This design comes from an exercise in tuning for small area, a short achievable clock period and few clock cycles per item on the open sky130 flow, not from production work.
RTL that was checked went through simulation tests only; none was proved equivalent to the original.
Function not checked in runs 1 to 3, 7 and 8: the RTL went through the layout flow alone.
Power is estimated from default activity; no workload was simulated.

==> design/flow/design.v <==
package if_fetch_pkg;
    localparam int unsigned INST_ADDR_W = 32;
    localparam int unsigned INST_W      = 32;
    typedef logic [INST_ADDR_W-1:0] inst_addr_bus_t;
    typedef logic [INST_W-1:0]      inst_bus_t;
    localparam inst_addr_bus_t RESET_PC_DEFAULT = 32'h0000_0000;
endpackage
module if_fetch
#(
    parameter if_fetch_pkg::inst_addr_bus_t RESET_PC = if_fetch_pkg::RESET_PC_DEFAULT
) (
    input  logic           clk,
    input  logic           rst,
    input  logic           stall_in,
    input  logic           branch_flag_in,
    input  if_fetch_pkg::inst_addr_bus_t branch_target_in,
    input  logic           mem_busy_in,
    input  logic           get_inst_in,
    input  if_fetch_pkg::inst_addr_bus_t inst_pc_in,
    input  if_fetch_pkg::inst_bus_t      inst_in,
    output logic           if_req_out,
    output if_fetch_pkg::inst_addr_bus_t addr_if_out,
    output if_fetch_pkg::inst_addr_bus_t pc_out,
    output if_fetch_pkg::inst_bus_t      inst_out,
    output logic           inst_valid_out,
    output logic           if_stall_req_out
);
    logic [31:2] fetch_q;      
    logic [31:2] pc_q;         
    logic [31:0] inst_q;       
    logic        valid_q;
    logic        discard_q;    
    logic        req_q;        
    logic [31:2] fetch_inc_c;
    logic        ours_busy_c;  
    logic        hold_c;       
    logic        take_c;       
    assign fetch_inc_c = fetch_q + 30'd1;
    assign ours_busy_c = mem_busy_in && !get_inst_in && (inst_pc_in[1:0] == 2'b00);
    assign hold_c      = valid_q && stall_in;
    assign take_c      = get_inst_in && !discard_q && !hold_c;
    always_ff @(posedge clk or posedge rst) begin
        if (rst) begin
            valid_q   <= 1'b0;
            discard_q <= 1'b0;
            req_q     <= 1'b0;
        end else begin
            req_q     <= 1'b1;
            valid_q   <= !branch_flag_in && (hold_c || (get_inst_in && !discard_q));
            discard_q <= branch_flag_in ? ours_busy_c : (discard_q && !get_inst_in);
        end
    end
    always_ff @(posedge clk) begin
        if (branch_flag_in)
            fetch_q <= branch_target_in[31:2];
        else if (!req_q)
            fetch_q <= RESET_PC[31:2];
        else if (take_c)
            fetch_q <= fetch_inc_c;
    end
    always_ff @(posedge clk) begin
        if (!hold_c) begin
            pc_q   <= fetch_q;
            inst_q <= inst_in;
        end
    end
    assign if_req_out       = req_q;
    assign if_stall_req_out = req_q;
    assign addr_if_out      = {fetch_q, 2'b00};
    assign pc_out           = {pc_q, 2'b00};
    assign inst_out         = inst_q;
    assign inst_valid_out   = valid_q;
endmodule
==> design/flow/flow/run.sh <==
#!/bin/bash
set -euo pipefail
bash standard.sh \
  BUFFER_PORTS_ARGS="-buffer_cell sky130_fd_sc_hd__buf_1" \
  finish > standard_flow.log 2>&1
==> design/flow/standard.sh <==
#!/bin/bash
# synth_recipe.tcl (not shown) runs the flow's synth.tcl, then flattens the netlist and writes it again
# the make line also repeats each setting of config.mk as NAME=value (left out here)
make -C /OpenROAD-flow-scripts/flow DESIGN_CONFIG=/design/flow/config.mk WORK_HOME=/design/flow/orfs CLKGATE_MAP_FILE= SYNTH_SCRIPT=/design/flow/synth_recipe.tcl "${@:-finish}"
==> design/flow/config.mk <==
export PLATFORM = sky130hd
export DESIGN_NAME = if_fetch
export DESIGN_NICKNAME = if_fetch
export VERILOG_FILES = /design/flow/design.v
export SDC_FILE = /design/flow/constraint.sdc
export NUM_CORES = 4
export LEC_CHECK = 0
export CAP_MARGIN = 20
export CORE_MARGIN = 2
export CORE_UTILIZATION = 40
export SETUP_SLACK_MARGIN = 4.5
export SLEW_MARGIN = 20
==> design/flow/constraint.sdc <==
create_clock -name core_clock -period 7.0 [get_ports {clk}]
set_input_delay 1.4000 -clock core_clock [delete_from_list [all_inputs] [get_ports {clk}]]
set_output_delay 1.4000 -clock core_clock [all_outputs]
set_load 0.01 [all_outputs]
==> results of run 1 <==
## worst reg2reg max path: cells and delay by family (launching register included)
family | cells | cell delay, ps
AOI/OAI and AO/OA | 2 | 480
adders and majority gates | 1 | 260
DFF | 1 | 470
and+or+nand+nor | 2 | 880
## report_power, final
group          internal (uW)  switching [uW]
clock network            131             196
registers                689            32.0
logic                   74.4             112
total                    894             340
## cell usage after synthesis (6+ instances only)
cell	number	share of area [%]
a221o_1	6	1.5
buf_4	6	1.1
clkbuf_1	8	0.75
edfxtp_1	92	69
nand2_1	41	3.8
nand3_1	12	1.5
nand4_1	9	1.4
nor2_1	18	1.7
nor3_1	7	0.87
nor4_1	6	0.93
o21ai_0	17	2.1
xnor2_1	12	2.6
## cells by family after synthesis
logic type                 count (synthesis)  share of synthesized area, %
DFF                                       95                          70.7
muxes                                      2                         0.498
adders and majority gates                  1                         0.311
xor gates and xnor gates                  14                          3.05
other                                      2                         0.187
AOI/OAI and AO/OA                         45                          7.76
buffers and inverters                     19                          2.34
and+or+nand+nor                          116                          15.2
## layer usage
layer | part of all wire [%] | global-route usage (%) | wire, um | vias to the layer above
li1 | - | - | - | 1505
met1 | 43 | 23.0 | 4340 | 1479
met2 | 47 | 29.8 | 4790 | 153
met3 | 7.1 | 4.51 | 719 | 18
met4 | 2.4 | 9.27 | 244 | 0
met5 | 0 | 0 | 0 | -
## how the worst max path moves through the flow
| stage | end | slack (ps) | cells past startpoint |
|---|---|---|---|
| after detailed placement | fetch_q[25]$_DFFE_PP_ | 3200 | 5 |
| after CTS | fetch_q[25]$_DFFE_PP_ | 4440 | 6 |
| after floorplan | inst_q[0]$_DFFE_PN_ | 4180 | 2 |
| after global placement | fetch_q[25]$_DFFE_PP_ | 3170 | 5 |
| final | addr_if_out[22] | 4560 | 1 |
| after global routing | fetch_q[22]$_DFFE_PP_ | 4490 | 5 |
## area by class of cell
class	count	share of cell area, %
inverters	5	0.432
flip-flops and latches	95	54.5
well taps	133	3.19
multi-input cells	183	21.5
repair buffers	197	17.1
clock inverters	6	0.864
clock buffers	10	2.45
## timing repair
action,in CTS,in global routing
buffers inserted,11,18
hold buffers,0,0
gates cloned,0,1
endpoints found under the setup margin,67,17
endpoints found under the hold margin,0,0
resized for setup,6,3
## per-stage QoR
stage / worst slack [ps] / hold slack (ps)
after detailed placement: 3200 / 525
after CTS: 4440 / 548
final: 4560 / 528
after global placement: 3170 / 517
after global routing: 4490 / 551
after floorplan: 4180 / 499
## sequential cells by signal, indices dropped and copies added, names as in the netlist
name,count
pc_q,30
fetch_q,30
discard_q,1
inst_q,32
req_q,1
valid_q,1
==> out/results.tsv, run 1 <==
stage	metric	value	unit
status	status	finished clean	
logic_synthesis	syn_avg_cell_area	13.7	sq um
critical_path	path_delay_family	flip-flops	
clock_network	cts_made_buffers	9	
logic_synthesis	synth_ff_type	edfxtp_1	
detailed_routing	routed_via_density	5.02	
detailed_routing	avgRoutedWirePerCell	16.0	um
detailed_routing	ant_nets	0	
clock_network	path_clk_slew	90	ps
placement	io_buffers	164	
clock_network	cts_tree	done	
min_path	hold_class	register to register	
sta	slew_viol_final	0	
layout	num-fill-cells	926	
clock_network	h-tree-depth	3	
global_routing	grt_usage	18.4	%
sta	fin_tns_setup	0	ps
layout	final_cells	629	
sta	period_share	34.9	%
clock_network	cts_buffer_depth	2	
die	row_count	36	
sta	hold_viol_final	0	
placement	dp_cells	583	
placement	gp_congestion	0.761	
global_routing	grt_start_max_net_pins	61	
die	fp.dieW	104	um
min_path	min_path_cells	0	
sta	timing.fmax	0.410	GHz
critical_path	crit_chain	buf_1	
die	ios	201	
critical_path	cp_data_required_time	5600	ps
layout	design_area	5210	sq um
flow_run	cap_viol_max_count	0	
power_and_ir_drop	total_power	1230	uW
die	core_area	9770	sq um
critical_path	crit_fanout	8	
sta	finClkSkew	8.05	ps
logic_synthesis	synth_seq_cells	95	
layout	final_common_cell	buf_1	
critical_path	setup.worst_path.start	fetch_q[22]$_DFFE_PP_	
clock_network	insertion_delay	360	ps
sta	period_needed	2440	ps
layout	diodes	0	
logic_synthesis	yosysWarnings	1	
sta	max_slew.worst_pin.slew	769	ps
min_path	worstHoldStart	fetch_q[16]$_DFFE_PP_	
global_routing	grt-ovfl-total	0	
critical_path	rr_worst_depth	5	
critical_path	slowest_stage	edfxtp_1	
layout	areaGrowthSynthToFinish	29.8	%
layout	multiInputGateArea	1120	sq um
sta	rsz0062_at_grt	true	
critical_path	worstSetupStartpointType	register	
logic_synthesis	synth_edf_count	92	
critical_path	r2r_slack	4670	ps
layout	ff_latch_area	2840	sq um
power_and_ir_drop	peakVddDrop	77.9	uV
die	die_h	104	um
min_path	holdPathEnd	pc_q[16]$_DFFE_PN_	
detailed_routing	first_pass_iters	4	
critical_path	endpoint_kind	primary output	
power_and_ir_drop	p_leak	0.00186	uW
die	dieArea	10900	sq um
clock_network	clockRootBuffer	clkbuf_8	
critical_path	crit_type	register to primary output	
global_routing	grt_first_pass_wirelength	15500	um
logic_synthesis	netlist_area	4020	sq um
layout	nNetsFinal	594	
placement	dpl-instance-area	4770	sq um
sta	setup_viol	0	
logic_synthesis	synth.distinct_cells	42	
placement	dp_hpwl	6500	um
clock_network	clock-sinks	95	
layout	final_layout_size_suffix_gt1_share	11.9	%
layout	final_cell_mix	buf_1 (163), edfxtp_1 (92), nand2_1 (41), buf_4 (31), nor2_1 (18)	
logic_synthesis	syn_inst	294	
detailed_routing	drt_iter0_markers	191	
logic_synthesis	ys_seq_area_share	70.7	%
critical_path	r2r-end	fetch_q[22]$_DFFE_PP_	
global_routing	grt_pass1_vias	2990	
die	initial_utilization	41.1	%
layout	final_util	53.3	%
power_and_ir_drop	p_per_area	237	nW/um^2
critical_path	critPathMaxStageDelay	510	ps
global_routing	antenna_found_initial	0	
critical_path	arrival	1040	ps
sta	relSlewSlack	48.7	%
detailed_routing	via_count	3155	
detailed_routing	drc_errors	0	
logic_synthesis	async_flop_share	3.16	%
critical_path	timing.rr.start	fetch_q[2]$_DFFE_PP_	
critical_path	worst-path-buf-inv	1	
detailed_routing	drt_wl_total	10100	um
==> inputs of run 2 (changes only) <==
--- a/design/flow/config.mk
+++ b/design/flow/config.mk
@@ -6,4 +6,5 @@
 export NUM_CORES = 4
 export LEC_CHECK = 0
+export ABC_CLOCK_PERIOD_IN_PS = 1500
 export CAP_MARGIN = 20
 export CORE_MARGIN = 2
==> out/results.tsv, run 2 <==
stage	metric	value	unit
die	ios	201	
die	fp.dieW	104	um
logic_synthesis	yosysWarnings	1	
layout	multiInputGateArea	1120	sq um
layout	regMostFlops	inst_q	
logic_synthesis	netlist_area	4020	sq um
power_and_ir_drop	total_power	1230	uW
critical_path	arrival	1040	ps
layout	ff_latch_area	2840	sq um
critical_path	rr_worst_depth	5	
layout	diodes	0	
layout	num-fill-cells	926	
layout	nNetsFinal	594	
layout	final_layout_size_suffix_gt1_share	11.9	%
logic_synthesis	synth_ff_type	edfxtp_1	
logic_synthesis	synth_seq_cells	95	
placement	dp_hpwl	6500	um
die	row_count	36	
layout	design_area	5210	sq um
logic_synthesis	synth_top_cell_by_area	edfxtp_1	
global_routing	grt_usage	18.4	%
clock_network	clock-sinks	95	
power_and_ir_drop	p_per_area	237	nW/um^2
layout	final_cell_mix	buf_1 (163), edfxtp_1 (92), nand2_1 (41), buf_4 (31), nor2_1 (18)	
logic_synthesis	synth.distinct_cells	42	
global_routing	antenna_found_initial	0	
global_routing	grt_start_max_net_pins	61	
min_path	hold_class	register to register	
sta	period_needed	2440	ps
die	initial_utilization	41.1	%
clock_network	h-tree-depth	3	
power_and_ir_drop	peakVddDrop	77.9	uV
detailed_routing	routed_via_density	5.02	
detailed_routing	first_pass_iters	4	
die	die_h	104	um
critical_path	critPathMaxStageDelay	510	ps
logic_synthesis	syn_inst	294	
critical_path	crit_type	register to primary output	
clock_network	cts_buffer_depth	2	
sta	relSlewSlack	48.7	%
placement	io_buffers	164	
critical_path	endpoint_kind	primary output	
logic_synthesis	yosysMostFrequentCell	edfxtp_1	
clock_network	cts_made_buffers	9	
sta	slew_viol_final	0	
flow_run	cap_viol_max_count	0	
sta	max_slew.worst_pin.slew	769	ps
sta	fin_tns_setup	0	ps
critical_path	slowest_stage	edfxtp_1	
sta	hold_ws	528	ps
clock_network	clockRootBuffer	clkbuf_8	
critical_path	cp_data_required_time	5600	ps
placement	gp_congestion	0.761	
clock_network	cts_tree	done	
detailed_routing	drt_wl_total	10100	um
logic_synthesis	async_flop_share	3.16	%
sta	hold_viol_final	0	
detailed_routing	drt_iter0_markers	191	
logic_synthesis	syn_avg_cell_area	13.7	sq um
critical_path	crit_fanout	8	
critical_path	worstSetupStartpointType	register	
placement	dpl-instance-area	4770	sq um
logic_synthesis	synth_top_area_share	68.8	%
detailed_routing	avgRoutedWirePerCell	16.0	um
critical_path	worst-path-buf-inv	1	
die	dieArea	10900	sq um
logic_synthesis	ys_seq_area_share	70.7	%
global_routing	grt_pass1_vias	2990	
power_and_ir_drop	p_leak	0.00186	uW
min_path	min_path_cells	0	
clock_network	path_clk_slew	90	ps
sta	setup_viol	0	
detailed_routing	drc_errors	0	
logic_synthesis	synth_edf_count	92	
layout	reg_top3	inst_q x32, fetch_q x30, pc_q x30	
detailed_routing	ant_nets	0	
status	status	finished clean	
critical_path	path_delay_family	flip-flops	
sta	finClkSkew	8.05	ps
critical_path	crit_chain	buf_1	
global_routing	grt_first_pass_wirelength	15500	um
critical_path	crit_cells	1	
sta	rsz0062_at_grt	true	
detailed_routing	via_count	3155	
global_routing	grt-ovfl-total	0	
layout	final_common_cell	buf_1	
logic_synthesis	synthTopCellsByCount	edfxtp_1 (92), nand2_1 (41), nor2_1 (18)	
layout	final_util	53.3	%
die	core_area	9770	sq um
logic_synthesis	yosys-top-cells-area	edfxtp_1 (69%), nand2_1 (3.8%), xnor2_1 (2.6%)	
clock_network	insertion_delay	360	ps
sta	timing.fmax	0.410	GHz
layout	largest_reg_flops	32	
sta	period_share	34.9	%
layout	areaGrowthSynthToFinish	29.8	%
==> run 2: cell counts after synthesis <==
No cell type changed its count.
==> run 2: path summary, 6_finish.rpt <==
kind / startpoint / end / slack, ps
hold / removal: fetch_q[16]$_DFFE_PP_ / pc_q[16]$_DFFE_PN_ / 530
min in group asynchronous: rst / valid_q$_DFF_PP0_ / 850
max in group asynchronous: rst / req_q$_DFF_PP0_ / 6010
setup reg to reg: fetch_q[2]$_DFFE_PP_ / fetch_q[22]$_DFFE_PP_ / 4670
hold reg to reg: fetch_q[16]$_DFFE_PP_ / pc_q[16]$_DFFE_PN_ / 530
setup / recovery: fetch_q[22]$_DFFE_PP_ / addr_if_out[22] / 4560
==> run 2: layout make-up <==
type / instances / area share [%]
Sequential cell: 95 / 54.5
Clock inverter: 6 / 0.864
Clock buffer: 10 / 2.45
Tap cell: 133 / 3.19
Multi-Input combinational cell: 183 / 21.5
Timing Repair Buffer: 197 / 17.1
Inverter: 5 / 0.432
==> run 2: cell families after synthesis <==
logic type / after synthesis / share of synthesized area (%)
fa+ha+maj: 1 / 0.311
flops: 95 / 70.7
xor+xnor: 14 / 3.05
other cells: 2 / 0.187
compound gates: 45 / 7.76
simple gates: 116 / 15.2
mux: 2 / 0.498
buf+inv: 19 / 2.34
==> run 2: through the flow <==
stage          std cells  setup slack (ps)
2_1_floorplan        297              4180
3_3_place_gp         583              3170
3_5_place_dp         583              3200
4_1_cts              610              4440
5_1_grt              629              4490
6_report             629              4560
==> run 2: what timing repair did <==
item,in CTS,in global routing
cloned,0,1
hold buffers,0,0
setup buffers,11,18
endpoints found under the setup margin,67,17
resized for setup,6,3
==> run 2: power by group <==
part	internal, uW	switching [uW]	leakage, uW
Clock	131	196	0.0000805
Combinational	74.4	112	0.000757
Sequential	689	32.0	0.00102
Total	894	340	0.00186
==> run 2: metal layers <==
layer  track usage, %  up-vias  routed length [um]
met5                0        -                   0
met4             9.27        0                 244
met3             4.51       18                 719
met2             29.8      153                4790
met1             23.0     1479                4340
li1                 -     1505                   -
==> inputs of run 3 (changes only) <==
--- a/design/flow/config.mk
+++ b/design/flow/config.mk
@@ -6,8 +6,10 @@
 export NUM_CORES = 4
 export LEC_CHECK = 0
-export ABC_CLOCK_PERIOD_IN_PS = 1500
 export CAP_MARGIN = 20
 export CORE_MARGIN = 2
 export CORE_UTILIZATION = 40
+export CTS_BUF_LIST = sky130_fd_sc_hd__clkbuf_16
+export CTS_CLUSTER_DIAMETER = 150
+export CTS_CLUSTER_SIZE = 50
 export SETUP_SLACK_MARGIN = 4.5
 export SLEW_MARGIN = 20
==> out/results.tsv, run 3 <==
stage	metric	value	unit
layout	final_cell_mix	buf_1 (163), edfxtp_1 (92), nand2_1 (41), buf_4 (21), nor2_1 (18)	
detailed_routing	avgRoutedWirePerCell	16.0	um
critical_path	critPathMaxStageDelay	480	ps
layout	final_layout_size_suffix_gt1_share	10.1	%
logic_synthesis	yosysWarnings	1	
logic_synthesis	synthTopCellsByCount	edfxtp_1 (92), nand2_1 (41), nor2_1 (18)	
logic_synthesis	synth.distinct_cells	42	
min_path	hold_class	register to register	
clock_network	cts_buffer_depth	2	
clock_network	clock-sinks	95	
critical_path	endpoint_kind	primary output	
critical_path	cp_data_required_time	5600	ps
layout	nNetsFinal	584	
critical_path	crit_fanout	6	
logic_synthesis	yosys-top-cells-area	edfxtp_1 (69%), nand2_1 (3.8%), xnor2_1 (2.6%)	
logic_synthesis	synth_ff_type	edfxtp_1	
sta	timing.fmax	0.411	GHz
critical_path	path_delay_family	flip-flops	
clock_network	h-tree-depth	3	
global_routing	grt_usage	18.1	%
global_routing	grt_first_pass_wirelength	15400	um
global_routing	grt_start_max_net_pins	61	
power_and_ir_drop	p_int	997	uW
detailed_routing	drt_wl_total	9920	um
sta	finClkSkew	7.49	ps
logic_synthesis	syn_inst	294	
detailed_routing	drc_errors	0	
global_routing	grt_pass1_vias	2951	
die	row_count	36	
sta	fin_tns_setup	0	ps
sta	setup_viol	0	
clock_network	insertion_delay	340	ps
logic_synthesis	ys_seq_area_share	70.7	%
sta	relSlewSlack	48.2	%
detailed_routing	via_count	3155	
placement	io_buffers	164	
detailed_routing	routed_via_density	5.10	
sta	max_slew.worst_pin.slew	778	ps
layout	areaGrowthSynthToFinish	30.4	%
clock_network	cts_made_buffers	9	
logic_synthesis	synth_edf_count	92	
clock_network	ctsHoldBuffers	0	
global_routing	grt-ovfl-total	0	
critical_path	arrival	1030	ps
sta	rsz0062_at_grt	false	
logic_synthesis	syn_avg_cell_area	13.7	sq um
sta	period_needed	2430	ps
layout	largest_reg_flops	32	
sta	hold_viol_final	0	
clock_network	clockRootBuffer	clkbuf_16	
power_and_ir_drop	seqPwrFrac	54.2	%
status	status	finished clean	
flow_run	cap_viol_max_count	0	
placement	dp_hpwl	6500	um
logic_synthesis	netlist_area	4020	sq um
layout	final_common_cell	buf_1	
die	initial_utilization	41.1	%
sta	period_share	34.8	%
sta	slew_viol_final	0	
placement	gp_congestion	0.761	
logic_synthesis	synth_top_cell_by_area	edfxtp_1	
power_and_ir_drop	peakVddDrop	93.3	uV
logic_synthesis	yosysMostFrequentCell	edfxtp_1	
critical_path	slowest_stage	edfxtp_1	
power_and_ir_drop	p_leak	0.00186	uW
power_and_ir_drop	p_clk_share	33.4	%
detailed_routing	drt_iter0_markers	153	
power_and_ir_drop	pwr-share-comb	12.5	%
power_and_ir_drop	p_per_area	258	nW/um^2
critical_path	crit_chain	buf_1	
layout	regMostFlops	inst_q	
die	ios	201	
power_and_ir_drop	swShare	26.1	%
die	fp.dieW	104	um
detailed_routing	ant_nets	0	
die	die_h	104	um
logic_synthesis	synth_top_area_share	68.8	%
clock_network	cts_tree	done	
layout	reg_top3	inst_q x32, fetch_q x30, pc_q x30	
die	core_area	9770	sq um
clock_network	path_clk_slew	70	ps
logic_synthesis	synth_seq_cells	95	
die	dieArea	10900	sq um
logic_synthesis	async_flop_share	3.16	%
power_and_ir_drop	net-switching-power	352	uW
global_routing	antenna_found_initial	0	
detailed_routing	first_pass_iters	4	
layout	diodes	0	
layout	final_util	53.6	%
critical_path	worstSetupStartpointType	register	
critical_path	crit_type	register to primary output	
critical_path	worst-path-buf-inv	1	
[run 3: routing by layer]
layer  track usage, %  up-vias  routed length, um
met5                0        -                  0
met4             7.14        0                168
met3             4.01       15                662
met2             29.9      152               4750
met1             23.1     1494               4340
li1                 -     1494                  -
[run 3: cell families after synthesis]
kind of cell	Yosys count	synth area share, %
compound gates	45	7.76
xor+xnor	14	3.05
fa+ha+maj	1	0.311
buf+inv	19	2.34
flops	95	70.7
mux	2	0.498
other cells	2	0.187
simple gates	116	15.2
[run 3: cell type report]
type,count,area [sq um]
tap,133,166
timing repair buffer,187,817
clock inverter,7,48.8
multi-input combinational,183,1120
inverter,5,22.5
fill,904,4540
sequential,95,2840
clock buffer,9,225
[run 3: power groups by stage]
stage               logic (uW)  registers (uW)  clock network [uW]
floorplan                 50.5             769                   0
global placement           142             749                   0
detailed placement         144             751                   0
CTS                        146             739                 461
global route               185             737                 488
finish                     168             731                 450
[run 3: stage by stage]
stage                     total power, uW  setup slack, ps  area (sq um)  hold WS (ps)  instances
after detailed placement              894             3200          4770           525        583
after global placement                891             3170          4770           517        583
after floorplan                       819             4180          4040           499        297
after global routing                 1410             4490          5240           493        619
final                                1350             4570          5240           490        619
after CTS                            1350             4480          5080           541        599
[run 3: path summary, 6_finish.rpt]
kind	slack (ps)	startpoint	cells after the start	end
setup / recovery	4570	fetch_q[30]$_DFFE_PP_	1	addr_if_out[30]
hold / removal	490	fetch_q[11]$_DFFE_PP_	0	pc_q[11]$_DFFE_PN_
setup reg to reg	4650	fetch_q[2]$_DFFE_PP_	5	fetch_q[22]$_DFFE_PP_
hold reg to reg	490	fetch_q[11]$_DFFE_PP_	0	pc_q[11]$_DFFE_PN_
max in group asynchronous	5980	rst	2	req_q$_DFF_PP0_
min in group asynchronous	880	rst	2	valid_q$_DFF_PP0_
[run 3: timing repair]
action	in CTS	in global routing
cloned	0	1
setup buffers	0	19
gates resized for setup	8	1
endpoints found under the setup margin	55	15
==> inputs of run 4 (changes only) <==
==> design/flow/design.v (replaced) <==
package if_fetch_pkg;
    localparam int unsigned INST_ADDR_W = 32;
    localparam int unsigned INST_W      = 32;
    typedef logic [INST_ADDR_W-1:0] inst_addr_bus_t;
    typedef logic [INST_W-1:0]      inst_bus_t;
    localparam inst_addr_bus_t RESET_PC_DEFAULT = 32'h0000_0000;
endpackage
module if_fetch
#(
    parameter if_fetch_pkg::inst_addr_bus_t RESET_PC = if_fetch_pkg::RESET_PC_DEFAULT
) (
    input  logic           clk,
    input  logic           rst,
    input  logic           stall_in,
    input  logic           branch_flag_in,
    input  if_fetch_pkg::inst_addr_bus_t branch_target_in,
    input  logic           mem_busy_in,
    input  logic           get_inst_in,
    input  if_fetch_pkg::inst_addr_bus_t inst_pc_in,
    input  if_fetch_pkg::inst_bus_t      inst_in,
    output logic           if_req_out,
    output if_fetch_pkg::inst_addr_bus_t addr_if_out,
    output if_fetch_pkg::inst_addr_bus_t pc_out,
    output if_fetch_pkg::inst_bus_t      inst_out,
    output logic           inst_valid_out,
    output logic           if_stall_req_out
);
    localparam int unsigned BLK_W = 5;            
    localparam int unsigned LO    = 2 + BLK_W;    
    logic [31:LO]   blk_q;        
    logic [LO-1:2]  fetch_lo_q;   
    logic [LO-1:2]  pc_lo_q;      
    logic [31:0]    inst_q;       
    logic           valid_q;
    logic           discard_q;    
    logic           cross_q;      
    logic           req_q;
    logic           ours_busy_c;  
    logic           hold_c;       
    logic           take_c;       
    logic           cross_d;
    assign ours_busy_c = mem_busy_in && !get_inst_in && (inst_pc_in[1:0] == 2'b00);
    assign hold_c      = valid_q && stall_in;
    assign take_c      = get_inst_in && !discard_q && !hold_c;
    assign cross_d     = !branch_flag_in &&
                         (cross_q ? stall_in : (take_c && (&fetch_lo_q)));
    always_ff @(posedge clk or posedge rst) begin
        if (rst) begin
            blk_q      <= RESET_PC[31:LO];
            fetch_lo_q <= RESET_PC[LO-1:2];
            valid_q    <= 1'b0;
            discard_q  <= 1'b0;
            cross_q    <= 1'b0;
            req_q      <= 1'b0;
        end else begin
            cross_q   <= cross_d;
            req_q     <= !cross_d;
            valid_q   <= !branch_flag_in && (hold_c || (get_inst_in && !discard_q));
            discard_q <= branch_flag_in ? ours_busy_c : (discard_q && !get_inst_in);
            if (branch_flag_in) begin
                blk_q      <= branch_target_in[31:LO];
                fetch_lo_q <= branch_target_in[LO-1:2];
            end else begin
                if (cross_q && !stall_in) blk_q <= blk_q + 1'b1;
                if (take_c) fetch_lo_q <= fetch_lo_q + 1'b1;
            end
        end
    end
    always_ff @(posedge clk) begin
        if (!hold_c) begin
            pc_lo_q <= fetch_lo_q;
            inst_q  <= inst_in;
        end
    end
    assign if_req_out       = req_q;
    assign if_stall_req_out = req_q;
    assign addr_if_out      = {blk_q, fetch_lo_q, 2'b00};
    assign pc_out           = {blk_q, pc_lo_q, 2'b00};
    assign inst_out         = inst_q;
    assign inst_valid_out   = valid_q;
endmodule
--- a/design/flow/config.mk
+++ b/design/flow/config.mk
@@ -9,7 +9,4 @@
 export CORE_MARGIN = 2
 export CORE_UTILIZATION = 40
-export CTS_BUF_LIST = sky130_fd_sc_hd__clkbuf_16
-export CTS_CLUSTER_DIAMETER = 150
-export CTS_CLUSTER_SIZE = 50
 export SETUP_SLACK_MARGIN = 4.5
 export SLEW_MARGIN = 20
==> out/results.tsv, run 4 <==
stage	metric	value	unit
sta	slew_viol_final	0	
layout	final_layout_size_suffix_gt1_share	8.60	%
detailed_routing	drc_errors	0	
sta	max_slew.worst_pin.slew	600	ps
logic_synthesis	yosysMostFrequentCell	edfxtp_1	
layout	num-fill-cells	762	
die	die_h	93.9	um
power_and_ir_drop	total_power	1010	uW
detailed_routing	routed_via_density	4.95	
critical_path	crit_fanout	8	
sta	hold_viol_final	0	
min_path	hold_class	register to register	
logic_synthesis	syn_inst	277	
clock_network	clockRootBuffer	clkbuf_8	
global_routing	grt-ovfl-total	0	
clock_network	cts_buffer_depth	2	
logic_synthesis	synth.distinct_cells	36	
min_path	min_path_cells	2	
logic_synthesis	synthAdderAreaFrac	1.16	%
die	row_count	32	
logic_synthesis	synth_top_family_by_area	simple AND/OR/NAND/NOR gates	
power_and_ir_drop	p_per_area	248	nW/um^2
global_routing	grt_pass1_vias	2442	
layout	final_cell_mix	buf_1 (163), edfxtp_1 (37), dfrtp_1 (33), nand2_1 (31), o21ai_0 (18)	
layout	largest_reg_flops	32	
clock_network	ctsHoldBuffers	0	
logic_synthesis	yosysWarnings	1	
sta	period_share	35.0	%
logic_synthesis	ys_seq_area_share	60.6	%
critical_path	path_delay_family	flip-flops	
layout	nNetsFinal	530	
critical_path	crit_chain	buf_1	
layout	final_common_cell	buf_1	
detailed_routing	drt_wl_total	7880	um
critical_path	worstSetupStartpointType	register	
global_routing	antenna_found_initial	0	
critical_path	rr_worst_depth	4	
placement	dpl-instance-area	3750	sq um
clock_network	cts_tree	done	
sta	fin_tns_setup	0	ps
detailed_routing	via_count	2636	
placement	io_buffers	164	
logic_synthesis	synth_edf_count	37	
critical_path	cp_data_required_time	5600	ps
logic_synthesis	synth-xor-area-share	4.06	%
logic_synthesis	synth.area.mux_share	1.62	%
die	fp.dieW	93.9	um
min_path	worstHoldStart	discard_q$_DFF_PP0_	
detailed_routing	drt_iter0_markers	57	
critical_path	endpoint_kind	primary output	
critical_path	critPathMaxStageDelay	500	ps
critical_path	crit_type	register to primary output	
logic_synthesis	synth_ff_type	edfxtp_1	
placement	gp_congestion	0.747	
logic_synthesis	synth-simple-area-share	15.6	%
logic_synthesis	synth_top_area_share	34.3	%
layout	regMostFlops	inst_q	
sta	relSlewSlack	59.6	%
layout	areaGrowthSynthToFinish	25.4	%
logic_synthesis	synth_seq_cells	71	
logic_synthesis	netlist_area	3240	sq um
critical_path	arrival	1050	ps
detailed_routing	avgRoutedWirePerCell	14.8	um
die	dieArea	8820	sq um
clock_network	cts_made_buffers	9	
logic_synthesis	synth_compound_area_share	7.93	%
placement	dp_hpwl	5610	um
logic_synthesis	synth_top_cell_by_area	edfxtp_1	
sta	finClkSkew	9.13	ps
detailed_routing	first_pass_iters	4	
min_path	holdPathEnd	discard_q$_DFF_PP0_	
logic_synthesis	async_flop_share	47.9	%
clock_network	clock-sinks	71	
global_routing	grt_usage	18.5	%
sta	setup_viol	0	
logic_synthesis	yosys-top-cells-area	edfxtp_1 (34%), dfrtp_1 (26%), buf_4 (7.2%)	
logic_synthesis	syn_avg_cell_area	11.7	sq um
die	initial_utilization	41.7	%
global_routing	grt_start_max_net_pins	43	
sta	timing.fmax	0.408	GHz
critical_path	timing.rr.start	blk_q[12]$_DFFE_PP0P_	
power_and_ir_drop	p_leak	0.00148	uW
critical_path	r2r-end	blk_q[31]$_DFFE_PP0P_	
status	status	finished clean	
layout	reg_top3	inst_q x32, blk_q x25	
critical_path	worst-path-buf-inv	1	
sta	rsz0062_at_grt	false	
critical_path	slowest_stage	dfrtp_1	
layout	design_area	4060	sq um
clock_network	h-tree-depth	3	
sta	period_needed	2450	ps
power_and_ir_drop	peakVddDrop	99.8	uV
flow_run	cap_viol_max_count	0	
die	core_area	7770	sq um
clock_network	insertion_delay	340	ps
critical_path	r2r_slack	4740	ps
clock_network	path_clk_slew	80	ps
detailed_routing	ant_nets	0	
die	ios	201	
global_routing	grt_first_pass_wirelength	12400	um
logic_synthesis	synthTopCellsByCount	edfxtp_1 (37), dfrtp_1 (34), nand2_1 (33)	
layout	diodes	0	
==> run 4: cell count changes after synthesis, sizes merged, moves of 6 or more <==
| cell | delta |
|---|---|
| a31oi | +6 |
| a221o | -6 |
| nor3 | -6 |
| buf | +26 |
| nand2 | -8 |
| or4 | +6 |
| edfxtp | -55 |
| dfrtp | +31 |
==> run 4: final cells by class <==
cell class	count	area, sq um	share of cell area (%)
Multi-Input combinational cell	164	1030	25.3
Timing Repair inverter	1	7.51	0.185
Clock buffer	10	128	3.15
Inverter	6	26.3	0.648
Clock inverter	6	93.8	2.31
Sequential cell	71	1960	48.4
Timing Repair Buffer	172	683	16.8
Tap cell	102	128	3.15
==> run 4: layer usage <==
metal	vias to the layer above	track usage, %	wire, um
li1	1271	-	-
met1	1230	23.5	3290
met2	123	30.6	3780
met3	12	4.25	696
met4	0	7.00	113
met5	-	0	0
==> run 4: worst max-delay path by stage <==
stage	cells after the start	start	endpoint
after floorplan	4	stall_in	blk_q[25]$_DFFE_PP0P_
after global placement	5	stall_in	blk_q[29]$_DFFE_PP0P_
after detailed placement	5	stall_in	blk_q[25]$_DFFE_PP0P_
after CTS	1	blk_q[22]$_DFFE_PP0P_	addr_if_out[22]
after global routing	6	stall_in	blk_q[31]$_DFFE_PP0P_
final	1	blk_q[11]$_DFFE_PP0P_	pc_out[11]
==> run 4: cell families after synthesis <==
kind of cell | after synthesis
AO/OA/AOI/OAI | 42
XOR/XNOR | 15
adder cells (fa/ha/maj) | 3
buffers and inverters | 45
flip-flops | 71
multiplexers | 5
other | 1
AND/OR/NAND/NOR | 95
==> run 4: power breakdown <==
group	leakage (uW)	internal (uW)	switching, uW
logic	0.000588	50.8	81.8
registers	0.000787	478	34.2
clock network	0.000107	203	158
total	0.00148	731	274
==> run 4: metrics by stage <==
step	instances	utilization, %	hold slack, ps	worst slack, ps
2_1_floorplan	280	-	500	4480
3_3_place_gp	509	48.3	500	3990
3_5_place_dp	509	48.3	519	3930
4_1_cts	531	51.8	537	4520
5_1_grt	532	52.2	560	4500
6_report	532	52.2	533	4550
==> run 4: repair_timing <==
item | in CTS | in global routing
gates cloned | 1 | 0
endpoints found under the setup margin | 13 | 13
gates resized for setup | 3 | 8
pin swaps | 0 | 1
buffers inserted | 5 | 1
Testbench counts of run 4, summed over its fixed seeds: cycles 203,539, insts 34,194.
==> inputs of run 5 (changes only) <==
--- a/design/flow/design.v
+++ b/design/flow/design.v
@@ -26,5 +26,5 @@
     output logic           if_stall_req_out
 );
-    localparam int unsigned BLK_W = 5;            
+    localparam int unsigned BLK_W = 4;            
     localparam int unsigned LO    = 2 + BLK_W;    
     logic [31:LO]   blk_q;        
==> design/flow/flow/run.sh (replaced) <==
#!/bin/bash
set -euo pipefail
bash standard.sh \
  BUFFER_PORTS_ARGS="-buffer_cell sky130_fd_sc_hd__buf_1" \
  CTS_ARGS="-sink_clustering_enable -repair_clock_nets -sink_clustering_size 80 -sink_clustering_max_diameter 500 -buf_list sky130_fd_sc_hd__clkbuf_16 -root_buf sky130_fd_sc_hd__clkbuf_16" \
  finish > standard_flow.log 2>&1
==> out/results.tsv, run 5 <==
stage	metric	value	unit
placement	gp_congestion	0.790	
layout	areaGrowthSynthToFinish	26.8	%
detailed_routing	wl_met3	650	um
clock_network	h-tree-depth	3	
die	row_count	32	
critical_path	rr_worst_depth	4	
clock_network	ctsHoldBuffers	0	
clock_network	path_clk_slew	60	ps
logic_synthesis	synthAdderAreaFrac	0.785	%
detailed_routing	routed_via_density	4.87	
sta	timing.fmax	0.409	GHz
logic_synthesis	ys_seq_area_share	60.6	%
detailed_routing	first_pass_iters	4	
die	ios	201	
logic_synthesis	synth_top_family_by_area	simple AND/OR/NAND/NOR gates	
logic_synthesis	synthTopCellsByCount	edfxtp_1 (36), dfrtp_1 (34), buf_4 (33)	
logic_synthesis	synth.distinct_cells	41	
detailed_routing	via_count	2548	
logic_synthesis	synth-xor-area-share	3.85	%
power_and_ir_drop	p_leak	0.00151	uW
global_routing	grt-ovfl-total	0	
layout	multiInputGateArea	998	sq um
detailed_routing	met1_length	3190	um
detailed_routing	drt_wl_total	7150	um
die	fp.dieW	93.3	um
detailed_routing	drc_errors	0	
critical_path	crit_type	input port to register	
logic_synthesis	yosysWarnings	1	
min_path	worstHoldStart	discard_q$_DFF_PP0_	
layout	ff_latch_area	1930	sq um
global_routing	grt_start_max_net_pins	42	
global_routing	grt_first_pass_wirelength	10500	um
sta	hold_viol_final	0	
global_routing	antenna_found_initial	0	
logic_synthesis	async_flop_share	48.6	%
critical_path	worstSetupStartpointType	input port	
clock_network	clockRootBuffer	clkbuf_16	
critical_path	endpoint_kind	register	
logic_synthesis	syn_avg_cell_area	11.7	sq um
sta	rsz0062_at_grt	false	
sta	setup_viol	0	
global_routing	grt_usage	15.7	%
sta	slew_viol_final	0	
power_and_ir_drop	p_per_area	266	nW/um^2
critical_path	timing.rr.start	blk_q[8]$_DFFE_PP0P_	
sta	period_needed	2440	ps
critical_path	arrival	2690	ps
die	core_area	7730	sq um
layout	diodes	0	
layout	reg_top3	inst_q x32, blk_q x26	
min_path	holdPathEnd	discard_q$_DFF_PP0_	
critical_path	r2r-end	blk_q[28]$_DFFE_PP0P_	
layout	num-fill-cells	730	
layout	largest_reg_flops	32	
clock_network	insertion_delay	320	ps
placement	dp_hpwl	5010	um
detailed_routing	route.met2.wl	3220	um
layout	final_common_cell	buf_1	
logic_synthesis	syn_inst	273	
critical_path	crit_fanout	7	
logic_synthesis	synth.area.mux_share	0.982	%
logic_synthesis	netlist_area	3190	sq um
sta	hold_ws	531	ps
placement	io_buffers	164	
logic_synthesis	synth-simple-area-share	15.7	%
detailed_routing	drt_iter0_markers	66	
critical_path	cp_data_required_time	7240	ps
logic_synthesis	synth_seq_cells	70	
global_routing	grt_pass1_vias	2176	
layout	nNetsFinal	520	
power_and_ir_drop	peakVddDrop	132	uV
logic_synthesis	yosysMostFrequentCell	edfxtp_1	
logic_synthesis	yosys-top-cells-area	edfxtp_1 (34%), dfrtp_1 (27%), buf_4 (7.8%)	
logic_synthesis	synth_compound_area_share	8.40	%
logic_synthesis	synth_top_area_share	33.9	%
die	die_h	93.3	um
sta	finClkSkew	7.28	ps
layout	final_cell_mix	buf_1 (163), edfxtp_1 (36), dfrtp_1 (34), nand2_1 (29), o21ai_0 (24)	
layout	regMostFlops	inst_q	
min_path	hold_class	register to register	
sta	period_share	34.9	%
status	status	finished clean	
logic_synthesis	synth_top_cell_by_area	edfxtp_1	
logic_synthesis	synth_ff_type	edfxtp_1	
clock_network	cts_tree	done	
critical_path	r2r_slack	5100	ps
die	initial_utilization	41.2	%
detailed_routing	maxUsedRoutingLayer	met4	
clock_network	cts_buffer_depth	2	
detailed_routing	avgRoutedWirePerCell	13.7	um
flow_run	cap_viol_max_count	0	
sta	fin_tns_setup	0	ps
clock_network	clock-sinks	70	
min_path	min_path_cells	2	
logic_synthesis	synth_edf_count	36	
die	dieArea	8700	sq um
detailed_routing	ant_nets	0	
layout	final_layout_size_suffix_gt1_share	7.84	%
clock_network	cts_made_buffers	9	
==> run 5: cell types whose count changed after synthesis, sizes merged, moves of 4 or more <==
cell   change
nor4       -4
xnor2      -4
and4       +4
nand3      +5
or3        +7
nand4      -5
o21ai      +6
==> run 5: final cells by class <==
type / count / share of cell area [%]
clock buffer: 9 / 5.57
clock inverter: 7 / 1.83
inverter: 4 / 0.434
multi-input combinational: 161 / 24.7
sequential: 70 / 47.8
tap: 102 / 3.16
timing repair buffer: 170 / 16.5
==> run 5: what timing repair did <==
item                                   4_1_cts  5_1_grt
endpoints found under the hold margin        0        0
setup endpoints to repair                   17       12
setup buffers                                2        2
cloned                                       0        1
pin swaps                                    1        3
resized for setup                            2        6
==> run 5: worst max-delay path, cell delays in order <==
cell     delay [ps]
buf_2           160
and4b_2         370
nand4_4         160
or4_1           440
a31oi_1         160
==> run 5: worst max path at each step <==
stage / from / end / slack [ps]
6_report: stall_in / blk_q[31]$_DFFE_PP0P_ / 4560
5_1_grt: stall_in / blk_q[31]$_DFFE_PP0P_ / 4500
4_1_cts: stall_in / req_q$_DFF_PP0_ / 4460
3_5_place_dp: branch_flag_in / fetch_lo_q[5]$_DFFE_PP0P_ / 3820
3_3_place_gp: branch_flag_in / fetch_lo_q[5]$_DFFE_PP0P_ / 3860
2_1_floorplan: stall_in / blk_q[21]$_DFFE_PP0P_ / 4460
==> run 5: report_power, final <==
part	total, uW	leakage (uW)	internal, uW	switching (uW)
clock	447	0.000140	277	171
combinational	126	0.000599	47.8	78.2
sequential	501	0.000774	470	30.3
total	1070	0.00151	795	279
==> run 5: through the flow <==
stage	std cells	instance area, sq um	utilization (%)	total power [uW]	setup WS [ps]
after floorplan	276	3220	-	592	4460
after global placement	502	3680	47.6	633	3860
after detailed placement	502	3680	47.6	636	3820
after CTS	520	3990	51.7	1080	4460
after global routing	523	4040	52.3	1130	4500
final	523	4040	52.3	1070	4560
==> run 5: logic make-up (layout without fill, tap and decap cells) <==
group	count (synthesis)	after routing
DFF	70	70
and+or+nand+nor	91	92
AOI/OAI and AO/OA	46	46
buffers and inverters	46	190
other	1	4
muxes	3	3
adders and majority gates	2	2
xor gates and xnor gates	14	14
==> run 5: per-layer routing <==
metal	vias up	track usage (%)
li1	1242	-
met1	1172	21.1
met2	125	23.7
met3	9	5.16
met4	0	5.51
met5	-	0
Testbench counts of run 5, summed over its fixed seeds: cycles 204,444, insts 34,194.
==> inputs of run 6 (changes only) <==
==> design/flow/flow/run.sh (replaced) <==
#!/bin/bash
set -euo pipefail
bash standard.sh \
  BUFFER_PORTS_ARGS="-buffer_cell sky130_fd_sc_hd__buf_1" \
  finish > standard_flow.log 2>&1
==> out/results.tsv, run 6 <==
stage	metric	value	unit
status	status	finished clean	
power_and_ir_drop	swShare	28.1	%
clock_network	path_clk_slew	80	ps
power_and_ir_drop	peakVddDrop	119	uV
logic_synthesis	syn_avg_cell_area	11.7	sq um
power_and_ir_drop	p_per_area	241	nW/um^2
layout	largest_reg_flops	32	
sta	setup_viol	0	
sta	period_share	34.6	%
placement	io_buffers	164	
critical_path	endpoint_kind	register	
power_and_ir_drop	net-switching-power	268	uW
critical_path	cp-endpoint	blk_q[17]$_DFFE_PP0P_	
clock_network	cts_buffer_depth	2	
global_routing	antenna_found_initial	0	
layout	final_layout_size_suffix_gt1_share	8.06	%
power_and_ir_drop	p_int	685	uW
logic_synthesis	synth_seq_cells	70	
placement	dp_hpwl	5010	um
layout	multiInputGateArea	998	sq um
detailed_routing	drt_wl_total	7250	um
power_and_ir_drop	seqPwrFrac	52.5	%
layout	areaGrowthSynthToFinish	23.8	%
logic_synthesis	yosys-top-cells-area	edfxtp_1 (34%), dfrtp_1 (27%), buf_4 (7.8%)	
detailed_routing	drc_errors	0	
critical_path	crit_type	input port to register	
critical_path	worstSetupStartpointType	input port	
logic_synthesis	netlist_area	3190	sq um
die	fp.dieW	93.3	um
sta	timing.fmax	0.413	GHz
sta	finClkSkew	11.8	ps
critical_path	arrival	2680	ps
critical_path	r2r-end	blk_q[28]$_DFFE_PP0P_	
critical_path	critPathMaxStageDelay	380	ps
sta	period_needed	2420	ps
global_routing	grt_first_pass_wirelength	10500	um
sta	fin_tns_setup	0	ps
sta	rsz0062_at_grt	false	
critical_path	rr_worst_depth	4	
die	ios	201	
logic_synthesis	synth_top_cell_by_area	edfxtp_1	
clock_network	cts_tree	done	
placement	pre_cts_slack	3820	ps
placement	gp_congestion	0.790	
power_and_ir_drop	pwr-share-comb	13.2	%
layout	nNetsFinal	521	
global_routing	grt_start_max_net_pins	42	
detailed_routing	first_pass_iters	4	
power_and_ir_drop	p_clk_share	34.2	%
die	die_h	93.3	um
global_routing	grt_usage	15.7	%
global_routing	grt-ovfl-total	0	
logic_synthesis	synth_edf_count	36	
layout	ff_latch_area	1930	sq um
detailed_routing	avgRoutedWirePerCell	13.8	um
logic_synthesis	synthTopCellsByCount	edfxtp_1 (36), dfrtp_1 (34), buf_4 (33)	
die	initial_utilization	41.2	%
logic_synthesis	syn_inst	273	
detailed_routing	ant_nets	0	
logic_synthesis	yosysMostFrequentCell	edfxtp_1	
logic_synthesis	synth_top_area_share	33.9	%
min_path	hold_class	register to register	
detailed_routing	drt_iter0_markers	58	
flow_run	cap_viol_max_count	0	
clock_network	clock-sinks	70	
critical_path	crit_fanout	6	
sta	max_slew.worst_pin.slew	502	ps
layout	regMostFlops	inst_q	
logic_synthesis	ys_seq_area_share	60.6	%
logic_synthesis	async_flop_share	48.6	%
logic_synthesis	synth_ff_type	edfxtp_1	
sta	slew_viol_final	0	
die	row_count	32	
die	core_area	7730	sq um
logic_synthesis	synth.distinct_cells	41	
sta	relSlewSlack	66.5	%
sta	worst_slack	4580	ps
sta	hold_viol_final	0	
layout	reg_top3	inst_q x32, blk_q x26	
detailed_routing	routed_via_density	4.89	
die	dieArea	8700	sq um
critical_path	timing.rr.start	blk_q[8]$_DFFE_PP0P_	
layout	final_cell_mix	buf_1 (163), edfxtp_1 (36), dfrtp_1 (34), nand2_1 (29), o21ai_0 (24)	
placement	dpl-instance-area	3680	sq um
clock_network	clockRootBuffer	clkbuf_8	
critical_path	slowest_stage	or3_1	
layout	final_common_cell	buf_1	
layout	num-fill-cells	742	
critical_path	crit_chain	buf_2 -> and4b_2 -> buf_6 -> nand2_1 -> or3_1 -> a31oi_1	
clock_network	cts_made_buffers	9	
critical_path	cp_data_required_time	7260	ps
detailed_routing	via_count	2564	
layout	diodes	0	
power_and_ir_drop	p_leak	0.00147	uW
global_routing	grt_pass1_vias	2167	
clock_network	h-tree-depth	3	
critical_path	r2r_slack	5080	ps
layout	design_area	3950	sq um
logic_synthesis	yosysWarnings	1	
critical_path	setup.worst_path.start	stall_in	
clock_network	insertion_delay	340	ps
[run 6: cell counts after synthesis]
Identical to the previous run, type by type.
[run 6: logic make-up (layout without fill, tap and decap cells)]
family	Yosys count	after routing	share of synthesized area (%)
adder cells (fa/ha/maj)	2	2	0.785
AO/OA/AOI/OAI	46	46	8.40
buffers and inverters	46	191	9.50
AND/OR/NAND/NOR	91	92	15.7
other	1	4	0.118
multiplexers	3	3	0.982
XOR/XNOR	14	14	3.85
flip-flops	70	70	60.6
[run 6: critical path: cells and delay by family]
kind | cells | cell delay [ps]
and+or+nand+nor | 3 | 830
AOI/OAI and AO/OA | 1 | 160
buffers and inverters | 2 | 290
[run 6: how the worst min path moves through the flow]
stage	from	endpoint	slack [ps]	cells after the start
after detailed placement	discard_q$_DFF_PP0_	discard_q$_DFF_PP0_	520	2
after floorplan	discard_q$_DFF_PP0_	discard_q$_DFF_PP0_	500	2
after CTS	discard_q$_DFF_PP0_	discard_q$_DFF_PP0_	540	2
after global placement	discard_q$_DFF_PP0_	discard_q$_DFF_PP0_	520	2
final	discard_q$_DFF_PP0_	discard_q$_DFF_PP0_	530	2
after global routing	fetch_lo_q[3]$_DFFE_PP0P_	pc_lo_q[3]$_DFFE_PN_	570	0
[run 6: final cells by class]
type,instances,share of cell area (%)
clock buffer,10,3.23
clock inverter,6,1.78
inverter,4,0.444
multi-input combinational,161,25.3
sequential,70,49.0
tap,102,3.23
timing repair buffer,171,17.1
[run 6: per-layer routing]
metal	GRT usage (%)	wire length (um)	part of all wire (%)	vias to the layer above
li1	-	-	-	1247
met1	21.1	3300	46	1181
met2	23.5	3200	44	128
met3	5.16	657	9.1	8
met4	6.25	87	1.2	0
met5	0	0	0	-
[run 6: timing repair]
action,in CTS,in global routing
gates resized for setup,2,6
hold buffers,0,0
endpoints found under the setup margin,16,12
pin swaps,0,1
buffers inserted,1,4
gates cloned,0,1
[run 6: power groups by stage]
stage,Clock (uW),Combinational [uW],Sequential (uW)
3_3_place_gp,0,126,507
2_1_floorplan,0,72.3,520
5_1_grt,355,142,505
6_report,326,126,500
4_1_cts,336,128,500
3_5_place_dp,0,127,509
[run 6: through the flow]
step	hold WS (ps)	std cells	util [%]	total power (uW)
finish	534	524	51.1	952
detailed placement	524	502	47.6	636
floorplan	500	276	-	592
global placement	519	502	47.6	633
CTS	536	519	50.3	963
global route	566	524	51.1	1000
==> inputs of run 7 (changes only) <==
--- a/design/flow/design.v
+++ b/design/flow/design.v
@@ -36,8 +36,10 @@
     logic           cross_q;      
     logic           req_q;
+    logic           init_c;       
     logic           ours_busy_c;  
     logic           hold_c;       
     logic           take_c;       
     logic           cross_d;
+    assign init_c      = !req_q && !cross_q;
     assign ours_busy_c = mem_busy_in && !get_inst_in && (inst_pc_in[1:0] == 2'b00);
     assign hold_c      = valid_q && stall_in;
@@ -47,6 +49,4 @@
     always_ff @(posedge clk or posedge rst) begin
         if (rst) begin
-            blk_q      <= RESET_PC[31:LO];
-            fetch_lo_q <= RESET_PC[LO-1:2];
             valid_q    <= 1'b0;
             discard_q  <= 1'b0;
@@ -54,15 +54,20 @@
             req_q      <= 1'b0;
         end else begin
-            cross_q   <= cross_d;
-            req_q     <= !cross_d;
-            valid_q   <= !branch_flag_in && (hold_c || (get_inst_in && !discard_q));
-            discard_q <= branch_flag_in ? ours_busy_c : (discard_q && !get_inst_in);
-            if (branch_flag_in) begin
-                blk_q      <= branch_target_in[31:LO];
-                fetch_lo_q <= branch_target_in[LO-1:2];
-            end else begin
-                if (cross_q && !stall_in) blk_q <= blk_q + 1'b1;
-                if (take_c) fetch_lo_q <= fetch_lo_q + 1'b1;
-            end
+            cross_q    <= cross_d;
+            req_q      <= !cross_d;
+            valid_q    <= !branch_flag_in && (hold_c || (get_inst_in && !discard_q));
+            discard_q  <= branch_flag_in ? ours_busy_c : (discard_q && !get_inst_in);
+        end
+    end
+    always_ff @(posedge clk) begin
+        if (branch_flag_in) begin
+            blk_q      <= branch_target_in[31:LO];
+            fetch_lo_q <= branch_target_in[LO-1:2];
+        end else if (init_c) begin
+            blk_q      <= RESET_PC[31:LO];
+            fetch_lo_q <= RESET_PC[LO-1:2];
+        end else begin
+            if (cross_q && !stall_in) blk_q <= blk_q + 1'b1;
+            if (take_c) fetch_lo_q <= fetch_lo_q + 1'b1;
         end
     end
==> out/results.tsv, run 7 <==
stage	metric	value	unit
layout	nNetsFinal	535	
clock_network	cts_buffer_depth	2	
placement	gp_congestion	0.751	
critical_path	crit_type	input port to register	
critical_path	crit_fanout	38	
sta	slew_viol_final	0	
sta	max_slew.worst_pin.slew	830	ps
status	status	finished clean	
sta	timing.fmax	0.402	GHz
global_routing	antenna_found_initial	0	
logic_synthesis	netlist_area	3420	sq um
power_and_ir_drop	p_leak	0.00143	uW
die	ios	201	
logic_synthesis	ys_seq_area_share	60.9	%
detailed_routing	ant_nets	0	
die	dieArea	9300	sq um
clock_network	path_clk_slew	90	ps
logic_synthesis	async_flop_share	5.71	%
flow_run	cap_viol_max_count	0	
sta	fin_tns_setup	0	ps
logic_synthesis	synth_top_area_share	58.0	%
die	initial_utilization	41.4	%
layout	final_cell_mix	buf_1 (163), edfxtp_1 (66), nand2_1 (42), o21ai_0 (19)	
layout	reg_top3	inst_q x32, blk_q x26	
layout	areaGrowthSynthToFinish	22.8	%
sta	rsz0062_at_grt	true	
logic_synthesis	yosysMostFrequentCell	edfxtp_1	
global_routing	grt-ovfl-total	0	
die	row_count	33	
die	fp.dieW	96.4	um
detailed_routing	drc_errors	0	
placement	dp_hpwl	5650	um
detailed_routing	first_pass_iters	4	
layout	final_common_cell	buf_1	
sta	finClkSkew	17.6	ps
sta	period_share	35.5	%
logic_synthesis	synth.distinct_cells	47	
detailed_routing	drt_iter0_markers	96	
detailed_routing	routed_via_density	4.97	
clock_network	h-tree-depth	3	
logic_synthesis	yosysWarnings	1	
layout	final_cells	540	
clock_network	cts_tree	done	
sta	setup_viol	0	
logic_synthesis	synth_edf_count	66	
placement	io_buffers	164	
global_routing	grt_start_max_net_pins	39	
critical_path	worstSetupStartpointType	input port	
min_path	hold_class	register to register	
placement	dp_cells	513	
global_routing	grt_first_pass_wirelength	11800	um
logic_synthesis	syn_avg_cell_area	12.2	sq um
power_and_ir_drop	p_per_area	230	nW/um^2
critical_path	endpoint_kind	register	
global_routing	grt_pass1_vias	2400	
layout	diodes	0	
critical_path	r2r_slack	4940	ps
logic_synthesis	synthTopCellsByCount	edfxtp_1 (66), nand2_1 (43), buf_4 (31)	
detailed_routing	avgRoutedWirePerCell	15.3	um
clock_network	cts_made_buffers	9	
clock_network	insertion_delay	340	ps
layout	regMostFlops	inst_q	
critical_path	cp_data_required_time	7010	ps
critical_path	arrival	2490	ps
detailed_routing	drt_wl_total	8250	um
sta	period_needed	2490	ps
die	die_h	96.4	um
die	core_area	8260	sq um
detailed_routing	via_count	2682	
logic_synthesis	yosys-top-cells-area	edfxtp_1 (58%), buf_4 (6.8%), nand2_1 (4.7%)	
sta	hold_viol_final	0	
logic_synthesis	synth_top_cell_by_area	edfxtp_1	
power_and_ir_drop	peakVddDrop	106	uV
logic_synthesis	syn_inst	281	
layout	final_layout_size_suffix_gt1_share	9.43	%
layout	largest_reg_flops	32	
sta	relSlewSlack	44.7	%
logic_synthesis	synth_ff_type	edfxtp_1	
logic_synthesis	synth_seq_cells	70	
clock_network	clock-sinks	70	
global_routing	grt_usage	16.9	%
clock_network	clockRootBuffer	clkbuf_8	
-- run 7: cell types whose count changed after synthesis, sizes merged, moves of 4 or more --
cell    delta
a31oi      -7
dfrtp     -30
edfxtp    +30
nand2     +13
nand4      +4
nor4       +6
o21ai      -4
or3        -8
xnor2      +6
-- run 7: timing repair --
item	in CTS	in global routing
endpoints found under the setup margin	60	26
cloned	2	0
resized for setup	3	2
buffers inserted	0	9
hold buffers	0	0
-- run 7: kinds of logic after synthesis --
group                      synth area share [%]
AOI/OAI and AO/OA                          8.13
xor gates and xnor gates                   4.36
adders and majority gates                  1.10
buffers and inverters                      8.71
DFF                                        60.9
other                                     0.110
and+or+nand+nor                            16.7
-- run 7: metrics by stage --
| step | hold slack (ps) | setup slack [ps] | util, % | instance area, sq um | total power, uW |
|---|---|---|---|---|---|
| final | 536 | 4510 | 50.8 | 4200 | 965 |
| after global routing | 570 | 4450 | 50.8 | 4200 | 1010 |
| after CTS | 538 | 4490 | 49.9 | 4120 | 967 |
| after detailed placement | 519 | 3680 | 47.3 | 3910 | 675 |
| after global placement | 518 | 3700 | 47.3 | 3910 | 673 |
| after floorplan | 498 | 4520 | - | 3450 | 631 |
-- run 7: critical path, stage by stage --
cell and delay, ps:
clkbuf_4 300, o21ba_4 470, o21ai_2 300
-- run 7: final timing paths --
| path | from | end | cells after the start |
|---|---|---|---|
| min | discard_q$_DFF_PP0_ | discard_q$_DFF_PP0_ | 2 |
| max reg2reg | blk_q[17]$_DFFE_PP_ | blk_q[24]$_DFFE_PP_ | 4 |
| min in group asynchronous | rst | cross_q$_DFF_PP0_ | 2 |
| max in group asynchronous | rst | req_q$_DFF_PP0_ | 2 |
| min reg2reg | discard_q$_DFF_PP0_ | discard_q$_DFF_PP0_ | 2 |
| max | branch_flag_in | blk_q[28]$_DFFE_PP_ | 3 |
-- run 7: per-layer routing --
| layer | routed length, um | share of wire [%] | track usage [%] |
|---|---|---|---|
| met1 | 3640 | 44 | 22.0 |
| met3 | 778 | 9.4 | 4.19 |
| met4 | 62 | 0.75 | 4.58 |
| met5 | 0 | 0 | 0 |
| met2 | 3770 | 46 | 28.2 |
-- run 7: layout make-up --
type / count / area (sq um)
Multi-Input combinational cell: 173 / 1110
Sequential cell: 70 / 2080
Clock inverter: 6 / 45.0
Clock buffer: 10 / 128
Tap cell: 105 / 131
Inverter: 3 / 11.3
Timing Repair Buffer: 173 / 687
Fill cell: 784 / 4060
-- run 7: power by group --
part / internal [uW] / switching (uW) / total, uW / leakage [uW]
registers: 501 / 32.5 / 534 / 0.000723
logic: 54.5 / 84.7 / 139 / 0.000632
clock network: 131 / 162 / 292 / 0.0000793
total: 686 / 279 / 965 / 0.00143
==> inputs of run 8 (changes only) <==
--- a/design/flow/design.v
+++ b/design/flow/design.v
@@ -68,6 +68,6 @@
             fetch_lo_q <= RESET_PC[LO-1:2];
         end else begin
-            if (cross_q && !stall_in) blk_q <= blk_q + 1'b1;
-            if (take_c) fetch_lo_q <= fetch_lo_q + 1'b1;
+            blk_q      <= blk_q + {{(31-LO){1'b0}}, cross_q && !stall_in};
+            fetch_lo_q <= fetch_lo_q + {{(BLK_W-1){1'b0}}, take_c};
         end
     end
==> out/results.tsv, run 8 <==
stage	metric	value	unit
logic_synthesis	synthTopCellsByCount	edfxtp_1 (36), nand2_1 (35), buf_4 (31)	
detailed_routing	via_count	2586	
flow_run	cap_viol_max_count	0	
min_path	min_path_cells	0	
power_and_ir_drop	peakVddDrop	107	uV
layout	final_layout_size_suffix_gt1_share	12.2	%
logic_synthesis	yosys-top-cells-area	edfxtp_1 (35%), dfxtp_1 (20%), buf_4 (7.6%)	
logic_synthesis	yosysWarnings	1	
detailed_routing	drt_iter0_markers	73	
detailed_routing	avgRoutedWirePerCell	14.0	um
critical_path	arrival	2950	ps
global_routing	grt_first_pass_wirelength	11600	um
clock_network	cts_tree	done	
sta	slew_viol_final	0	
layout	num-fill-cells	700	
layout	multiInputGateArea	1160	sq um
global_routing	grt_start_max_net_pins	38	
layout	diodes	0	
layout	design_area	4060	sq um
critical_path	path_delay_family	simple AND/OR/NAND/NOR gates	
global_routing	grt_usage	17.5	%
layout	final_cells	533	
global_routing	globalRouteMet3Util	4.19	%
sta	max_slew.worst_pin.slew	787	ps
critical_path	endpoint_kind	register	
die	core_area	7370	sq um
global_routing	grt_pass1_vias	2409	
global_routing	grt-ovfl-total	0	
die	ios	201	
die	fp.dieW	91.7	um
sta	hold_viol_final	0	
logic_synthesis	synth_top_cell_by_area	edfxtp_1	
global_routing	antenna_found_initial	0	
sta	rsz0062_at_grt	true	
placement	io_buffers	164	
sta	finClkSkew	8.50	ps
global_routing	gr-usage-met2	28.9	%
logic_synthesis	yosysMostFrequentCell	edfxtp_1	
layout	nNetsFinal	535	
critical_path	rr_worst_depth	6	
layout	ff_latch_area	1780	sq um
clock_network	insertion_delay	330	ps
clock_network	cts_made_buffers	9	
critical_path	crit_type	input port to register	
logic_synthesis	async_flop_share	5.71	%
layout	reg_top3	inst_q x32, blk_q x26	
layout	final_cell_mix	buf_1 (162), edfxtp_1 (36), nand2_1 (34), dfxtp_1 (29), o21ai_0 (15)	
sta	setup_viol	0	
critical_path	crit_cells	7	
clock_network	ctsHoldBuffers	0	
critical_path	crit_chain	buf_8 -> nor2b_4 -> ha_4 -> nand4_4 -> or3_4 -> or4b_1 -> nand3_1	
detailed_routing	drc_errors	0	
layout	final_common_cell	buf_1	
sta	period_share	38.2	%
logic_synthesis	synth_ff_type	edfxtp_1	
power_and_ir_drop	p_leak	0.00150	uW
logic_synthesis	syn_inst	274	
logic_synthesis	syn_avg_cell_area	11.2	sq um
status	status	finished clean	
detailed_routing	first_pass_iters	4	
clock_network	clockRootBuffer	clkbuf_8	
detailed_routing	ant_nets	0	
global_routing	met1_usage	22.2	%
die	initial_utilization	41.8	%
layout	areaGrowthSynthToFinish	31.8	%
clock_network	clock-sinks	70	
placement	dp_cells	503	
logic_synthesis	synth_top_area_share	35.1	%
sta	relSlewSlack	47.3	%
logic_synthesis	synth.distinct_cells	40	
clock_network	path_clk_slew	80	ps
critical_path	critPathMaxStageDelay	470	ps
logic_synthesis	netlist_area	3080	sq um
die	dieArea	8420	sq um
die	die_h	91.7	um
placement	dp_hpwl	5280	um
logic_synthesis	ys_seq_area_share	57.9	%
clock_network	h-tree-depth	3	
min_path	hold_class	register to register	
detailed_routing	drt_wl_total	7470	um
critical_path	worstSetupStartpointType	input port	
layout	largest_reg_flops	32	
sta	timing.fmax	0.374	GHz
placement	dpl-instance-area	3620	sq um
critical_path	crit_fanout	4	
sta	period_needed	2670	ps
sta	fin_tns_setup	0	ps
die	row_count	31	
logic_synthesis	synth_edf_count	36	
critical_path	slowest_stage	or4b_1	
global_routing	busiest_layer	met2	
clock_network	cts_buffer_depth	2	
layout	regMostFlops	inst_q	
critical_path	worst-path-buf-inv	1	
power_and_ir_drop	p_per_area	243	nW/um^2
detailed_routing	routed_via_density	4.85	
critical_path	cp_data_required_time	7280	ps
logic_synthesis	synth_seq_cells	70	
placement	gp_congestion	0.802	
## run 8: changes by cell type after synthesis, moves of 4 or more
cell | before | now
edfxtp_1 | 66 | 36
o21ai_0 | 20 | 15
o211ai_1 | 4 | 0
dfxtp_1 | 0 | 30
nand2_1 | 43 | 35
and4_1 | 2 | 6
a211o_1 | 1 | 6
a21oi_1 | 4 | 10
## run 8: worst paths after layout
kind                                            start                   end  slack, ps
min in group asynchronous                         rst     valid_q$_DFF_PP0_        910
worst max-delay path                         stall_in     blk_q[26]$_DFF_P_       4330
worst min register to register  fetch_lo_q[2]$_DFF_P_  pc_lo_q[2]$_DFFE_PN_        500
worst min-delay path            fetch_lo_q[2]$_DFF_P_  pc_lo_q[2]$_DFFE_PN_        500
max in group asynchronous                         rst   discard_q$_DFF_PP0_       5950
worst max register to register      cross_q$_DFF_PP0_     blk_q[26]$_DFF_P_       4990
## run 8: kinds of logic (layout without fill, tap and decap cells)
logic type | count (synthesis) | count (layout) | share of synthesized area [%]
and+or+nand+nor | 97 | 97 | 17.6
xor gates and xnor gates | 16 | 16 | 4.55
AOI/OAI and AO/OA | 45 | 45 | 9.51
other | 1 | 4 | 0.122
buffers and inverters | 41 | 198 | 8.78
DFF | 70 | 70 | 57.9
adders and majority gates | 4 | 4 | 1.63
## run 8: report_power, final
| part | switching, uW | total [uW] | internal, uW |
|---|---|---|---|
| sequential | 34.8 | 504 | 469 |
| clock | 153 | 355 | 201 |
| combinational | 78.0 | 129 | 51.3 |
## run 8: what timing repair did
| item | CTS | global route |
|---|---|---|
| setup endpoints to repair | 20 | 16 |
| pin swaps | 9 | 13 |
| buffers inserted | 10 | 4 |
| gates resized for setup | 19 | 6 |
| endpoints found under the hold margin | 0 | 0 |
## run 8: layer usage
layer	wire, um	vias up
li1	-	1275
met1	3310	1184
met2	3550	125
met3	584	2
met4	23	0
met5	0	-
## run 8: final cells by class
cell class	instances	share of cell area, %
inverter	3	0.277
clock inverter	7	2.37
clock buffer	9	3.05
timing repair buffer	179	18.6
tap	99	3.05
multi-input combinational	166	28.7
sequential	70	43.9
## run 8: through the flow
stage / power (uW) / utilization, % / setup WS, ps / hold WS, ps
floorplan: 596 / - / 4110 / 499
global placement: 636 / 49.1 / 3820 / 476
detailed placement: 638 / 49.1 / 3790 / 488
CTS: 998 / 54.2 / 4300 / 506
global route: 1030 / 55.1 / 4300 / 524
finish: 987 / 55.1 / 4330 / 498

[separate check: timing with driven ports]
In the flow no input, the clock included, has a driving cell. The finished layouts below were timed again as built, in two steps. Step 1 sets driving cells, clkbuf_16 on the clock port and buf_2 on the other inputs (assumed; they add their load-dependent delay and slew). Step 2 also shifts input and output timing later by t, the mid clock arrival at the registers, as if the neighbouring blocks saw the same clock. Slacks: ideal / step 1 / step 2; pairs: ideal / step 1.
run	t, ns	setup slack, ns	worst setup path after step 2	slew at the worst register clock pin (ns)	worst data-port slew with drivers (ns)
run 1	0.392	4.558 / 4.476 / 4.084	input to register	0.10 / 0.10	0.12
run 2	0.392	4.558 / 4.476 / 4.084	input to register	0.10 / 0.10	0.12
run 3	0.366	4.565 / 4.487 / 4.121	input to register	0.07 / 0.07	0.12
run 4	0.369	4.548 / 4.519 / 4.235	input to register	0.08 / 0.08	0.05
run 5	0.352	4.555 / 4.563 / 4.211	input to register	0.06 / 0.06	0.04
run 6	0.367	4.577 / 4.565 / 4.212	input to register	0.09 / 0.09	0.04
run 7	0.361	4.514 / 4.522 / 4.161	input to register	0.09 / 0.09	0.06
run 8	0.357	4.328 / 4.315 / 3.958	input to register	0.08 / 0.08	0.06
After both steps setup and hold are still met in every run listed.
